Background: an optimization exercise with open tools, aiming at small area and few clock cycles per item. Do not read the settings as production practice. At most, simulation tests tie the RTL to the original design; equivalence was not proved. No functional check of the RTL was part of runs 2 and 3.

==> flow/design.v (outline; a module is shown in full before it is edited, if it fits) <==
// module hysl_add: 85 lines
// module hysl_front: 1344 lines
// module hysl_back: 1019 lines
// module heading_yaw_slew_limiter: 91 lines
module heading_yaw_slew_limiter (
    input  logic                               clk,
    input  logic                               rst_n,
    input  logic                               cfg_we,
    input  logic [hysl_pkg::CFG_IDX_W-1:0]     cfg_index,
    input  logic [hysl_pkg::CFG_DATA_W-1:0]    cfg_data,
    input  logic                               point_valid,
    output logic                               point_ready,
    input  logic signed [31:0]                 point_pos_x,
    input  logic signed [31:0]                 point_pos_y,
    input  logic signed [15:0]                 point_vel_x,
    input  logic signed [15:0]                 point_vel_y,
    output logic                               cmd_valid,
    input  logic                               cmd_ready,
    output logic signed [31:0]                 cmd_x,
    output logic signed [31:0]                 cmd_y,
    output logic        [30:0]                 cmd_z,
    output logic signed [15:0]                 cmd_yaw,
    output logic signed [15:0]                 cmd_yaw_rate
);
  // ...
==> flow/flow/run.sh <==
#!/bin/bash
# Own layout flow: the standard synthesis and layout, unchanged except
# that the port buffers (every input and output port still gets one, as the
# standard flow does) use the buffer cell named in port_buffer. The layout's
# output goes to a log file in this folder.
set -euo pipefail
WORK=$(pwd)
export BUFFER_PORTS_ARGS="-buffer_cell $(cat $WORK/flow/port_buffer)"
bash standard.sh > $WORK/flow_layout.log 2>&1
==> flow/flow/port_buffer <==
sky130_fd_sc_hd__buf_1
==> flow/standard.sh <==
#!/bin/bash
# synth_recipe.tcl (not shown) runs the flow's synth.tcl, then flattens the netlist and writes it again
# the make line also repeats each setting of config.mk as NAME=value (left out here)
make -C /OpenROAD-flow-scripts/flow DESIGN_CONFIG=/design/flow/config.mk WORK_HOME=/design/flow/orfs CLKGATE_MAP_FILE= SYNTH_SCRIPT=/design/flow/synth_recipe.tcl "${@:-finish}"
==> flow/config.mk <==
export PLATFORM = sky130hd
export DESIGN_NAME = heading_yaw_slew_limiter
export DESIGN_NICKNAME = heading_yaw_slew_limiter
export VERILOG_FILES = /design/flow/design.v
export SDC_FILE = /design/flow/constraint.sdc
export NUM_CORES = 4
export LEC_CHECK = 0
export ABC_AREA = 1
export CAP_MARGIN = 20
export CORE_MARGIN = 2
export CORE_UTILIZATION = 40
export SLEW_MARGIN = 20
==> flow/constraint.sdc <==
create_clock -name core_clock -period 14.0 [get_ports {clk}]
set_input_delay 2.8000 -clock core_clock [delete_from_list [all_inputs] [get_ports {clk}]]
set_output_delay 2.8000 -clock core_clock [all_outputs]
set_load 0.01 [all_outputs]
==> out/summary.md, run 1 <==
* cell at the root of the clock tree: clkbuf_16
* Via density: 4.85
* cts hold-fix bufs: 0
* beginning of the worst hold path: u_front.py_r11[24]
* worst-case register-to-register setup slack: 1.47 ns
* dominant delay contributor by cell family on the critical path: adder cells
* weighted congestion reported at the end of routability-driven placement: 0.930
* result of the run: finished clean
* met2 wire length: 74200 um
* total gr overflow: 0
* clock period minus final worst setup slack: 13.17 ns
* number of buffers and inverters on the critical path: 9
* ports placed on the boundary: 265
* die area: 156000 um^2
* critical path endpoint: cmd_yaw_rate[10]
* Critical Setup Path Class: reg -> out
* number of inverters outside the clock class in the layout: 1406
* dominant combinational cell family by area after synthesis: adder cells
* TNS Setup: 0 ns
* number of vias after detailed routing: 45900
* number of cells on the worst reg-to-reg path: 75
* seq_cells: 583
* ys flop type: edfxtp_1
* number of standard cells after synthesis: 7123
* Routed met1 length: 67700 um
* post-route clock period utilization: 94.1%
* largest net degree at the start of global routing: 164
* count of cells along the worst hold path: 0
* CTS Buf Count: 67
* register area share after synthesis: 27.2%
* total count of hold-check failures in the final report: 0
* post-synthesis instance area: 61200 um^2
* number of ordinary and repair buffers in the finished layout: 349
* startpoint of the most critical register-to-register path: u_front.u_r3[22]
* register area: 16700 um^2
* placed cell areas: 64700 um^2
* Clock Tree Buf Depth: 3
* area growth from synthesis to layout: 9.48%
* most crowded layer after global routing: met2
* largest cell class by area: multi-input combinational cells
* worst max-slew margin expressed relative to the limit: 29.3%
Testbench counts, summed over its fixed seeds: cycles 12,032, items 12,000.
==> run 2: changes to the inputs <==
--- a/flow/design.v
+++ b/flow/design.v
@@ -1200,88 +1200,88 @@
     assign sq_452 = (ax[15] & ay[15]) | (ax[15] & ~speed_sq_min[30]) | (ay[15] & ~speed_sq_min[30]);
     assign sq_a = {1'b0, ~speed_sq_min[31], sq_451, sq_449, sq_447, sq_445, sq_443, sq_441, sq_439, sq_437, sq_435, sq_433, sq_431, sq_429, sq_427, sq_425, sq_423, sq_421, sq_419, sq_417, sq_415, sq_413, sq_411, sq_409, sq_407, sq_405, sq_403, sq_401, sq_399, sq_397, sq_395, ~speed_sq_min[1], sq_393};
     assign sq_b = {1'b0, sq_452, sq_450, sq_448, sq_446, sq_444, sq_442, sq_440, sq_438, sq_436, sq_434, sq_432, sq_430, sq_428, sq_426, sq_424, sq_422, sq_420, sq_418, sq_416, sq_414, sq_412, sq_410, sq_408, sq_406, sq_404, sq_402, sq_400, sq_398, sq_396, 1'b0, sq_394, 1'b0};
     hysl_add #(33) u_sq (.a(sq_a), .b(sq_b), .ci(1'b0), .y(sq_s));
     assign slow_0 = !sq_s[32];
     assign d2 = !u_1[24];
     assign us_2 = {{1{u_1[24]}}, u_1[24:1]};
     assign c_2 = &u_1[0:0];
-    hysl_add #(25, 0) u_cx_2 (.a(cx_1), .b(us_2 ^ {25{!d2}}), .ci(!(d2 ^ c_2)), .y(cx_2));
+    hysl_add #(25, 1) u_cx_2 (.a(cx_1), .b(us_2 ^ {25{!d2}}), .ci(!(d2 ^ c_2)), .y(cx_2));
     assign xs_2 = cx_1[24:1];
-    hysl_add #(24, 0) u_u_2 (.a(u_1[23:0]), .b(xs_2 ^ {24{d2}}), .ci(d2), .y(u_2));
+    hysl_add #(24, 1) u_u_2 (.a(u_1[23:0]), .b(xs_2 ^ {24{d2}}), .ci(d2), .y(u_2));
     assign d3 = !u_2[23];
     assign us_3 = {{3{u_2[23]}}, u_2[23:2]};
     assign c_3 = &u_2[1:0];
-    hysl_add #(25, 0) u_cx_3 (.a(cx_2), .b(us_3 ^ {25{!d3}}), .ci(!(d3 ^ c_3)), .y(cx_3));
+    hysl_add #(25, 1) u_cx_3 (.a(cx_2), .b(us_3 ^ {25{!d3}}), .ci(!(d3 ^ c_3)), .y(cx_3));
     assign xs_3 = cx_2[24:2];
-    hysl_add #(23, 0) u_u_3 (.a(u_2[22:0]), .b(xs_3 ^ {23{d3}}), .ci(d3), .y(u_3));
+    hysl_add #(23, 1) u_u_3 (.a(u_2[22:0]), .b(xs_3 ^ {23{d3}}), .ci(d3), .y(u_3));
     assign d4 = !u_r3[22];
     assign us_4 = {{5{u_r3[22]}}, u_r3[22:3]};
     assign c_4 = &u_r3[2:0];
-    hysl_add #(25, 0) u_cx_4 (.a(cx_r3), .b(us_4 ^ {25{!d4}}), .ci(!(d4 ^ c_4)), .y(cx_4));
+    hysl_add #(25, 1) u_cx_4 (.a(cx_r3), .b(us_4 ^ {25{!d4}}), .ci(!(d4 ^ c_4)), .y(cx_4));
     assign xs_4 = cx_r3[24:3];
-    hysl_add #(22, 0) u_u_4 (.a(u_r3[21:0]), .b(xs_4 ^ {22{d4}}), .ci(d4), .y(u_4));
+    hysl_add #(22, 1) u_u_4 (.a(u_r3[21:0]), .b(xs_4 ^ {22{d4}}), .ci(d4), .y(u_4));
     assign d5 = !u_4[21];
     assign us_5 = {{7{u_4[21]}}, u_4[21:4]};
     assign c_5 = &u_4[3:0];
-    hysl_add #(25, 0) u_cx_5 (.a(cx_4), .b(us_5 ^ {25{!d5}}), .ci(!(d5 ^ c_5)), .y(cx_5));
+    hysl_add #(25, 1) u_cx_5 (.a(cx_4), .b(us_5 ^ {25{!d5}}), .ci(!(d5 ^ c_5)), .y(cx_5));
     assign xs_5 = {1'd0, cx_4[24:4]};
-    hysl_add #(22, 0) u_u_5 (.a(u_4[21:0]), .b(xs_5 ^ {22{d5}}), .ci(d5), .y(u_5));
+    hysl_add #(22, 1) u_u_5 (.a(u_4[21:0]), .b(xs_5 ^ {22{d5}}), .ci(d5), .y(u_5));
     assign d6 = !u_5[21];
     assign us_6 = {{8{u_5[21]}}, u_5[21:5]};
     assign c_6 = &u_5[4:0];
-    hysl_add #(25, 0) u_cx_6 (.a(cx_5), .b(us_6 ^ {25{!d6}}), .ci(!(d6 ^ c_6)), .y(cx_6));
+    hysl_add #(25, 1) u_cx_6 (.a(cx_5), .b(us_6 ^ {25{!d6}}), .ci(!(d6 ^ c_6)), .y(cx_6));
     assign xs_6 = {1'd0, cx_5[24:5]};
-    hysl_add #(21, 0) u_u_6 (.a(u_5[20:0]), .b(xs_6 ^ {21{d6}}), .ci(d6), .y(u_6));
+    hysl_add #(21, 1) u_u_6 (.a(u_5[20:0]), .b(xs_6 ^ {21{d6}}), .ci(d6), .y(u_6));
     assign d7 = !u_6[20];
     assign us_7 = {{10{u_6[20]}}, u_6[20:6]};
     assign c_7 = &u_6[5:0];
-    hysl_add #(25, 0) u_cx_7 (.a(cx_6), .b(us_7 ^ {25{!d7}}), .ci(!(d7 ^ c_7)), .y(cx_7));
+    hysl_add #(25, 1) u_cx_7 (.a(cx_6), .b(us_7 ^ {25{!d7}}), .ci(!(d7 ^ c_7)), .y(cx_7));
     assign xs_7 = {1'd0, cx_6[24:6]};
-    hysl_add #(20, 0) u_u_7 (.a(u_6[19:0]), .b(xs_7 ^ {20{d7}}), .ci(d7), .y(u_7));
+    hysl_add #(20, 1) u_u_7 (.a(u_6[19:0]), .b(xs_7 ^ {20{d7}}), .ci(d7), .y(u_7));
     assign d8 = !u_r7[19];
     assign us_8 = {{12{u_r7[19]}}, u_r7[19:7]};
     assign c_8 = &u_r7[6:0];
-    hysl_add #(25, 0) u_cx_8 (.a(cx_r7), .b(us_8 ^ {25{!d8}}), .ci(!(d8 ^ c_8)), .y(cx_8));
+    hysl_add #(25, 1) u_cx_8 (.a(cx_r7), .b(us_8 ^ {25{!d8}}), .ci(!(d8 ^ c_8)), .y(cx_8));
     assign xs_8 = {1'd0, cx_r7[24:7]};
-    hysl_add #(19, 0) u_u_8 (.a(u_r7[18:0]), .b(xs_8 ^ {19{d8}}), .ci(d8), .y(u_8));
+    hysl_add #(19, 1) u_u_8 (.a(u_r7[18:0]), .b(xs_8 ^ {19{d8}}), .ci(d8), .y(u_8));
     assign d9 = !u_8[18];
     assign us_9 = {{14{u_8[18]}}, u_8[18:8]};
     assign c_9 = &u_8[7:0];
-    hysl_add #(25, 0) u_cx_9 (.a(cx_8), .b(us_9 ^ {25{!d9}}), .ci(!(d9 ^ c_9)), .y(cx_9));
+    hysl_add #(25, 1) u_cx_9 (.a(cx_8), .b(us_9 ^ {25{!d9}}), .ci(!(d9 ^ c_9)), .y(cx_9));
     assign xs_9 = {1'd0, cx_8[24:8]};
-    hysl_add #(18, 0) u_u_9 (.a(u_8[17:0]), .b(xs_9 ^ {18{d9}}), .ci(d9), .y(u_9));
+    hysl_add #(18, 1) u_u_9 (.a(u_8[17:0]), .b(xs_9 ^ {18{d9}}), .ci(d9), .y(u_9));
     assign d10 = !u_9[17];
     assign us_10 = {{16{u_9[17]}}, u_9[17:9]};
     assign c_10 = &u_9[8:0];
-    hysl_add #(25, 0) u_cx_10 (.a(cx_9), .b(us_10 ^ {25{!d10}}), .ci(!(d10 ^ c_10)), .y(cx_10));
+    hysl_add #(25, 1) u_cx_10 (.a(cx_9), .b(us_10 ^ {25{!d10}}), .ci(!(d10 ^ c_10)), .y(cx_10));
     assign xs_10 = {1'd0, cx_9[24:9]};
-    hysl_add #(17, 0) u_u_10 (.a(u_9[16:0]), .b(xs_10 ^ {17{d10}}), .ci(d10), .y(u_10));
+    hysl_add #(17, 1) u_u_10 (.a(u_9[16:0]), .b(xs_10 ^ {17{d10}}), .ci(d10), .y(u_10));
     assign d11 = !u_10[16];
     assign us_11 = {{18{u_10[16]}}, u_10[16:10]};
     assign c_11 = &u_10[9:0];
-    hysl_add #(25, 0) u_cx_11 (.a(cx_10), .b(us_11 ^ {25{!d11}}), .ci(!(d11 ^ c_11)), .y(cx_11));
+    hysl_add #(25, 1) u_cx_11 (.a(cx_10), .b(us_11 ^ {25{!d11}}), .ci(!(d11 ^ c_11)), .y(cx_11));
     assign xs_11 = {1'd0, cx_10[24:10]};
-    hysl_add #(16, 0) u_u_11 (.a(u_10[15:0]), .b(xs_11 ^ {16{d11}}), .ci(d11), .y(u_11));
+    hysl_add #(16, 1) u_u_11 (.a(u_10[15:0]), .b(xs_11 ^ {16{d11}}), .ci(d11), .y(u_11));
     assign d12 = !u_r11[15];
     assign us_12 = {{20{u_r11[15]}}, u_r11[15:11]};
     assign c_12 = &u_r11[10:0];
-    hysl_add #(25, 0) u_cx_12 (.a(cx_r11), .b(us_12 ^ {25{!d12}}), .ci(!(d12 ^ c_12)), .y(cx_12));
+    hysl_add #(25, 1) u_cx_12 (.a(cx_r11), .b(us_12 ^ {25{!d12}}), .ci(!(d12 ^ c_12)), .y(cx_12));
     assign xs_12 = {1'd0, cx_r11[24:11]};
-    hysl_add #(15, 0) u_u_12 (.a(u_r11[14:0]), .b(xs_12 ^ {15{d12}}), .ci(d12), .y(u_12));
+    hysl_add #(15, 1) u_u_12 (.a(u_r11[14:0]), .b(xs_12 ^ {15{d12}}), .ci(d12), .y(u_12));
     assign d13 = !u_12[14];
     assign us_13 = {{22{u_12[14]}}, u_12[14:12]};
     assign c_13 = &u_12[11:0];
-    hysl_add #(25, 0) u_cx_13 (.a(cx_12), .b(us_13 ^ {25{!d13}}), .ci(!(d13 ^ c_13)), .y(cx_13));
+    hysl_add #(25, 1) u_cx_13 (.a(cx_12), .b(us_13 ^ {25{!d13}}), .ci(!(d13 ^ c_13)), .y(cx_13));
     assign xs_13 = {1'd0, cx_12[24:12]};
-    hysl_add #(14, 0) u_u_13 (.a(u_12[13:0]), .b(xs_13 ^ {14{d13}}), .ci(d13), .y(u_13));
+    hysl_add #(14, 1) u_u_13 (.a(u_12[13:0]), .b(xs_13 ^ {14{d13}}), .ci(d13), .y(u_13));
     assign d14 = !u_13[13];
     assign xs_14 = {1'd0, cx_13[24:13]};
-    hysl_add #(13, 0) u_u_14 (.a(u_13[12:0]), .b(xs_14 ^ {13{d14}}), .ci(d14), .y(u_14));
+    hysl_add #(13, 1) u_u_14 (.a(u_13[12:0]), .b(xs_14 ^ {13{d14}}), .ci(d14), .y(u_14));
     assign d15 = !u_14[12];
     always_comb
     begin
         unique case ({zc_r11, d02_r11, d03_r11, d04_r11, d05_r11})
             6'd0: e_tab = 16'hfa7b;
             6'd1: e_tab = 16'hfe79;
             6'd2: e_tab = 16'h0271;
             6'd3: e_tab = 16'h066f;
==> run 2 against run 1 <==
Against the previous run: die area shrank 1.1%; hold slack worse by 0.0052 ns; clock-buffer cell count grew 6; wire length is 3.2% lower; register-to-register slack lost 0.21 ns; global-route usage decreased by 0.20 points; highest routed layer unchanged.
==> out/summary.md, run 2 <==
* clock period minus final worst setup slack: 13.20 ns, was 13.17 ns
* # H-tree levels: 3, unchanged
* width of the chip: 393 um, was 395 um
* number of cell rows: 142, was 143
* required time reported for the critical path endpoint: 11.20 ns, about the same
* most area-hungry cell type in the Yosys netlist: edfxtp_1, unchanged
* wire length of the first global-routing pass: 237000 um, was 246000 um
* initial DRC count: 2487, was 2841
* count of endpoints failing setup in the final report: 0, unchanged
* starting utilization of the core area: 40.3%, about the same
* Synth Area in Compound Gates: 7.13%, was 7.01%
* area growth from synthesis to layout: 9.82%, was 9.48%
* mean area per synthesized cell: 9.28 um^2, was 8.60 um^2
* transition time of the tightest slew-check pin: 1.11 ns, was 1.06 ns
* number of antenna repair diodes: 0, was 1
* Routed WL: 149000 um, was 154000 um
* CTS Sinks: 583, unchanged
* result of the run: finished clean, unchanged
* Clock Tree Buf Depth: 3, unchanged
* Yosys warning total: 96, was 57
* largest net degree at the start of global routing: 205, was 164
* biggest area contributors in the synthesized netlist: edfxtp_1, fa_1, ha_1, unchanged
* clock-pin slew on the worst setup and hold paths: 0.06 ns, about the same
* fraction of layout cells with a size suffix above 1: 5.05%, was 5.45%
* TNS Setup: 0 ns, unchanged
* core area: 150000 um^2, was 152000 um^2
* antenna violations before repair: 2, was 4
* Post-Synth XOR/XNOR Area: 10.6%, was 10.9%
* cell type of the slowest stage on the worst timing path: clkinv_1, was a21oi_1
* HPWL after detailed placement: 121000 um, was 125000 um
* ranking of synthesized cells by instance count: inv_1, nand2_1, ha_1, unchanged
* ys flop type: edfxtp_1, unchanged
* maxcap violations: 0, unchanged
* count of unresolved DRC violations after routing: 0, unchanged
* Detail Route Antenna Nets: 0, unchanged
* Layout Skew: 0.0406 ns, was 0.0464 ns
* register area share after synthesis: 27.5%, was 27.2%
* class of the tightest hold or removal check: reg -> reg, unchanged
* share of Yosys cell area claimed by the top area cell type: 21.0%, was 20.7%
* Largest stage delay, worst path: 0.73 ns, was 0.57 ns
* DR pass1 iterations: 6, was 5
* total gr overflow: 0, unchanged
* commonest cells after routing, fill and taps aside: inv_1, nand2_1, ha_1, unchanged
* cell count after placement: 8722, was 9335
* post-synthesis instance area: 60500 um^2, was 61200 um^2
* Synth cell types: 80, was 75
* die area: 154000 um^2, was 156000 um^2
* worst max-slew margin expressed relative to the limit: 25.3%, was 29.3%
* ports placed on the boundary: 265, unchanged
* clock tree from TritonCTS: yes, unchanged
* routed length per placed instance: 16.8 um, was 16.2 um
* EDFF count, synth: 423, unchanged
* maximum clock rate: 75.7 MHz, was 75.9 MHz
* number of vias after detailed routing: 43300, was 45900
* overall global routing resource usage: 19.5%, was 19.7%
* leading cell type in the layout, fill and taps excluded: inv_1, unchanged
* Crit. End Element: primary output, unchanged
* post-synthesis mux area share: 0.0331%, was 0.0327%
* post-route clock period utilization: 94.3%, was 94.1%
* number of standard cells after synthesis: 6521, was 7123
* post-synthesis sequential element count: 583, unchanged
* most frequently used cell type in the post-synthesis netlist: inv_1, unchanged
* cts hold-fix bufs: 0, unchanged
* Layout Cell Area excl Fill: 66500 um^2, was 67000 um^2
* maximum fanout along the worst path: 12, was 10
* number of fill cells in the layout: 14600, was 14900
* launching element type of the critical path: register, unchanged
* adder and majority gate portion of the synthesized area: 33.4%, was 29.0%
* post-placement worst setup slack: 0.735 ns, was 0.836 ns
* dominant combinational cell family by area after synthesis: adder cells, unchanged
* pins over their slew limit: 0, unchanged
* unrepaired setup endpoints after global routing: false
* filler-free cell count of the finished design: 8863, was 9469
* weighted congestion reported at the end of routability-driven placement: 0.901, was 0.930
* via count of the first global-routing pass: 44100, was 46400
* syn_nets: 7913, was 8370
* CTS Buf Count: 71, was 67
* layout net count: 8183, was 8635
* vertical die dimension: 393 um, was 395 um
* placed cell areas: 64000 um^2, was 64700 um^2
* Via density: 4.89, was 4.85
* cell at the root of the clock tree: clkbuf_16, unchanged
* total count of hold-check failures in the final report: 0, unchanged
* later-pin clock latency in the skew report: 0.70 ns, was 0.71 ns
* simple-gate portion of the synthesized area: 12.4%, was 16.2%
* smallest setup slack after layout: 0.798 ns, was 0.829 ns
* arrival time of data at the critical path endpoint: 10.40 ns, was 10.37 ns
* Async SR Flop Fraction: 24.9%, unchanged
* Critical Setup Path Class: reg -> out, unchanged
* I/O Buffers: 264, unchanged
-- run 2: cell types whose count changed in the layout (fill, tap and decap cells not counted), moves of 44 or more --
cell,previous run,this run
ha_1,601,653
a21oi_1,251,204
inv_1,1366,1221
nand3_1,182,138
nand2_1,1319,937
fa_1,510,603
-- run 2: worst paths after layout --
| kind | startpoint | end | slack, ns | cells after the start |
|---|---|---|---|---|
| min in group asynchronous | rst_n | hover_height_reg[20] | 2.08 | 1 |
| worst max-delay path | u_front.sl_rz | cmd_yaw_rate[12] | 0.80 | 31 |
| worst min-delay path | u_front.px_r7[16] | u_front.px_r11[16] | 0.40 | 0 |
| worst min register to register | u_front.px_r7[16] | u_front.px_r11[16] | 0.40 | 0 |
| max in group asynchronous | rst_n | u_front.vl_r3 | 9.87 | 3 |
| worst max register to register | u_front.u_r3[22] | u_front.cx_r7[24] | 1.26 | 69 |
-- run 2: area by class of cell --
class	count	area (um^2)	share of cell area (%)
multi-input combinational	4533	38600	58.1
sequential	583	16700	25.1
inverter	1252	4720	7.10
tap	2016	2520	3.79
clock buffer	87	1870	2.81
timing repair buffer	349	1650	2.49
clock inverter	42	449	0.676
timing repair inverter	1	5.00	0.00753
-- run 2: through the flow --
stage | hold slack, ns | util, %
2_1_floorplan | 0.400 | -
3_3_place_gp | 0.400 | 42.6
3_5_place_dp | 0.405 | 42.6
4_1_cts | 0.398 | 44.2
5_1_grt | 0.417 | 44.3
6_report | 0.401 | 44.3
-- run 2: kinds of logic after synthesis --
group,count (synthesis)
other cells,2
flops,583
mux,2
compound gates,728
xor+xnor,732
fa+ha+maj,1256
simple gates,1813
buf+inv,1405
-- run 2: layer usage --
| layer | track usage (%) | wire [um] | up-vias |
|---|---|---|---|
| met5 | 0 | 8 | - |
| met4 | 6.64 | 4940 | 2 |
| met3 | 2.74 | 6830 | 234 |
| met2 | 33.4 | 72700 | 906 |
| met1 | 25.1 | 64300 | 21000 |
| li1 | - | - | 21100 |
-- run 2: critical path, delay by kind of cell (launching register included) --
family	cells	cell delay [ns]
adder cells (fa/ha/maj)	7	3.10
AND/OR/NAND/NOR	8	1.91
AO/OA/AOI/OAI	11	2.34
flip-flops	1	0.56
buffers and inverters	4	1.45
XOR/XNOR	1	0.33
-- run 2: timing repair --
| action | in CTS | in global routing |
|---|---|---|
| setup buffers | 0 | 11 |
| resized for setup | 0 | 12 |
| endpoints found under the setup margin | 0 | 27 |
==> run 3: changes to the inputs <==
--- a/flow/config.mk
+++ b/flow/config.mk
@@ -6,7 +6,7 @@
 export NUM_CORES = 4
 export LEC_CHECK = 0
 export ABC_AREA = 1
-export CAP_MARGIN = 20
+export CAP_MARGIN = 10
 export CORE_MARGIN = 2
-export CORE_UTILIZATION = 40
-export SLEW_MARGIN = 20
+export CORE_UTILIZATION = 55
+export SLEW_MARGIN = 10
==> run 3 against run 2 <==
Against the previous run: flip-flop and latch count stayed put; via count is 0.60% lower; sequential share of layout area is 0.39 points higher; highest routed layer unchanged; core utilization is 16 points higher; still clean on timing, DRC and antenna; setup slack worse by 0.14 ns; die area is 27% lower; synthesized cell count stayed put; clock skew is 0.0018 ns higher.
==> out/summary.md, run 3 <==
* pins over their slew limit: 0, unchanged
* worst max-slew margin expressed relative to the limit: 27.7%, was 25.3%
* Largest stage delay, worst path: 0.63 ns, was 0.73 ns
* layout net count: 8161, was 8183
* cell type of the slowest stage on the worst timing path: inv_1, was clkinv_1
* area growth from synthesis to layout: 8.16%, was 9.82%
* Crit. End Element: primary output, unchanged
* total area of multi-input combinational cells: 38600 um^2, about the same
* width of the chip: 336 um, was 393 um
* wire length of the first global-routing pass: 233000 um, was 237000 um
* Via density: 5.23, was 4.89
* mean area per synthesized cell: 9.28 um^2, unchanged
* number of standard cells after synthesis: 6521, unchanged
* Layout Skew: 0.0424 ns, was 0.0406 ns
* register area share after synthesis: 27.5%, unchanged
* clock period minus final worst setup slack: 13.34 ns, was 13.20 ns
* number of vias after detailed routing: 43100, was 43300
* number of fill cells in the layout: 9658, was 14600
* post-route clock period utilization: 95.3%, was 94.3%
* ports placed on the boundary: 265, unchanged
* number of antenna repair diodes: 0, unchanged
* I/O Buffers: 264, unchanged
* post-synthesis instance area: 60500 um^2, unchanged
* number of cell rows: 121, was 142
* clock tree from TritonCTS: yes, unchanged
* core utilization of the finished layout: 60.1%, was 44.3%
* clock-pin slew on the worst setup and hold paths: 0.06 ns, about the same
* DR pass1 iterations: 6, unchanged
* CTS Sinks: 583, unchanged
* cell at the root of the clock tree: clkbuf_16, unchanged
* most area-hungry cell type in the Yosys netlist: edfxtp_1, unchanged
* most frequently used cell type in the post-synthesis netlist: inv_1, unchanged
* maximum clock rate: 75.0 MHz, was 75.7 MHz
* result of the run: finished clean, unchanged
* starting utilization of the core area: 55.5%, was 40.3%
* Detail Route Antenna Nets: 0, unchanged
* total gr overflow: 0, unchanged
* Routed WL: 145000 um, was 149000 um
* weighted congestion reported at the end of routability-driven placement: 0.910, was 0.901
* ys flop type: edfxtp_1, unchanged
* worst hold slack across all endpoints: 0.410 ns, was 0.401 ns
* count of endpoints failing setup in the final report: 0, unchanged
* # H-tree levels: 3, unchanged
* arrival time of data at the critical path endpoint: 10.54 ns, was 10.40 ns
* Synth cell types: 80, unchanged
* Async SR Flop Fraction: 24.9%, unchanged
* share of Yosys cell area claimed by the top area cell type: 21.0%, unchanged
* initial DRC count: 2527, was 2487
* number of cells on the worst reg-to-reg path: 69, unchanged
* maxcap violations: 0, unchanged
* register area: 16700 um^2, unchanged
* count of unresolved DRC violations after routing: 0, unchanged
* total count of hold-check failures in the final report: 0, unchanged
* EDFF count, synth: 423, unchanged
* number of buffers and inverters on the critical path: 5, was 4
* via count of the first global-routing pass: 43400, was 44100
* launching element type of the critical path: register, unchanged
* required time reported for the critical path endpoint: 11.20 ns, about the same
* biggest area contributors in the synthesized netlist: edfxtp_1, fa_1, ha_1, unchanged
* Yosys warning total: 96, unchanged
* later-pin clock latency in the skew report: 0.66 ns, was 0.70 ns
* overall global routing resource usage: 26.2%, was 19.5%
* most numerous cell on the critical path: nand2_1
* Critical Setup Path Class: reg -> out, unchanged
* class of the tightest hold or removal check: reg -> reg, unchanged
* CTS Buf Count: 67, was 71
* commonest cells after routing, fill and taps aside: inv_1, nand2_1, ha_1, unchanged
* count of cells along the worst hold path: 0, unchanged
* ranking of synthesized cells by instance count: inv_1, nand2_1, ha_1, unchanged
* transition time of the tightest slew-check pin: 1.08 ns, was 1.11 ns
* maximum fanout along the worst path: 12, unchanged
* TNS Setup: 0 ns, unchanged
* largest net degree at the start of global routing: 85, was 205
* syn_nets: 7913, unchanged
* post-synthesis sequential element count: 583, unchanged
* Clock Tree Buf Depth: 3, unchanged
* worst-case register-to-register setup slack: 1.24 ns, was 1.26 ns
* unrepaired setup endpoints after global routing: false, unchanged
* critical path depth in cells: 36, was 31
* core area: 109000 um^2, was 150000 um^2
* routed length per placed instance: 17.6 um, was 16.8 um
* HPWL after detailed placement: 117000 um, was 121000 um
* die area: 113000 um^2, was 154000 um^2
* fraction of layout cells with a size suffix above 1: 4.74%, was 5.05%
* vertical die dimension: 336 um, was 393 um
* leading cell type in the layout, fill and taps excluded: inv_1, unchanged
* antenna violations before repair: 2, unchanged
* dominant delay contributor by cell family on the critical path: adder cells, unchanged
==> run 3: cell counts after synthesis <==
Identical to the previous run, type by type.
==> run 3: cell families after synthesis <==
group,share of synthesized area [%]
AOI/OAI and AO/OA,7.13
xor gates and xnor gates,10.6
adders and majority gates,33.4
buffers and inverters,8.82
DFF,27.5
muxes,0.0331
other,0.0124
and+or+nand+nor,12.4
==> run 3: final timing paths <==
kind,from,end
worst max-delay path,u_front.sl_rz,cmd_yaw_rate[12]
worst min-delay path,u_front.py_r3[0],u_front.py_r7[0]
worst max register to register,u_front.u_r3[22],u_front.cx_r7[24]
worst min register to register,u_front.py_r3[0],u_front.py_r7[0]
max in group asynchronous,rst_n,u_back.held_yaw_reg[15]
min in group asynchronous,rst_n,hover_height_reg[26]
==> run 3: per-layer routing <==
| layer | part of all wire [%] | up-vias | global-route usage, % |
|---|---|---|---|
| li1 | - | 21100 | - |
| met1 | 45 | 20800 | 36.3 |
| met2 | 47 | 971 | 43.2 |
| met3 | 5.2 | 223 | 3.84 |
| met4 | 2.6 | 2 | 6.93 |
| met5 | 0.0090 | - | 0 |
==> run 3: what timing repair did <==
item	4_1_cts	5_1_grt
pin swaps	0	1
hold buffers	0	0
setup buffers	0	4
gates resized for setup	2	10
setup endpoints to repair	2	25
cloned	0	1
==> run 3: layout make-up <==
cell class              instances  share of cell area (%)
multi-input cells            4533                    58.9
repair inverters                1                  0.0115
flip-flops and latches        583                    25.4
clock inverters                40                   0.671
repair buffers                331                    2.29
well taps                    1414                    2.70
inverters                    1252                    7.20
clock buffers                  81                    2.73
==> run 3: through the flow <==
stage	instances	cell area [um^2]	setup slack, ns
3_5_place_dp	8109	63200	0.449
5_1_grt	8235	65500	0.0456
3_3_place_gp	8109	63200	0.890
4_1_cts	8230	65400	0.0593
2_1_floorplan	6521	60500	1.84
6_report	8235	65500	0.660

==> what the ideal ports hide <==
How much do the figures lean on ideal ports? The routed layouts below were timed once more, with nothing changed but the port constraints. Step 1: set_driving_cell puts a clkbuf_16 on clk and a buf_2 on each other input, an assumption about the parent block. Step 2 also shifts input and output timing later by t, the mid clock arrival at the registers, as if the neighbouring blocks saw the same clock. Three values: no drivers, after step 1, after step 2; two values: the first two.
| run | t (ns) | setup slack, ns | worst hold slack (ns) | cell pins on the clock port's net |
|---|---|---|---|---|
| run 1 | 0.752 | 0.829 / 0.757 / 0.935 | 0.406 / 0.406 / 0.406 | 1 |
| run 2 | 0.746 | 0.798 / 0.724 / 0.571 | 0.401 / 0.401 / 0.401 | 1 |
| run 3 | 0.714 | 0.660 / 0.586 / 0.693 | 0.410 / 0.410 / 0.410 | 1 |
After both steps every run listed still meets setup and hold. For run 2, which loses most, drivers alone change the setup slack by -0.074 ns; drivers and shift together by -0.227 ns.
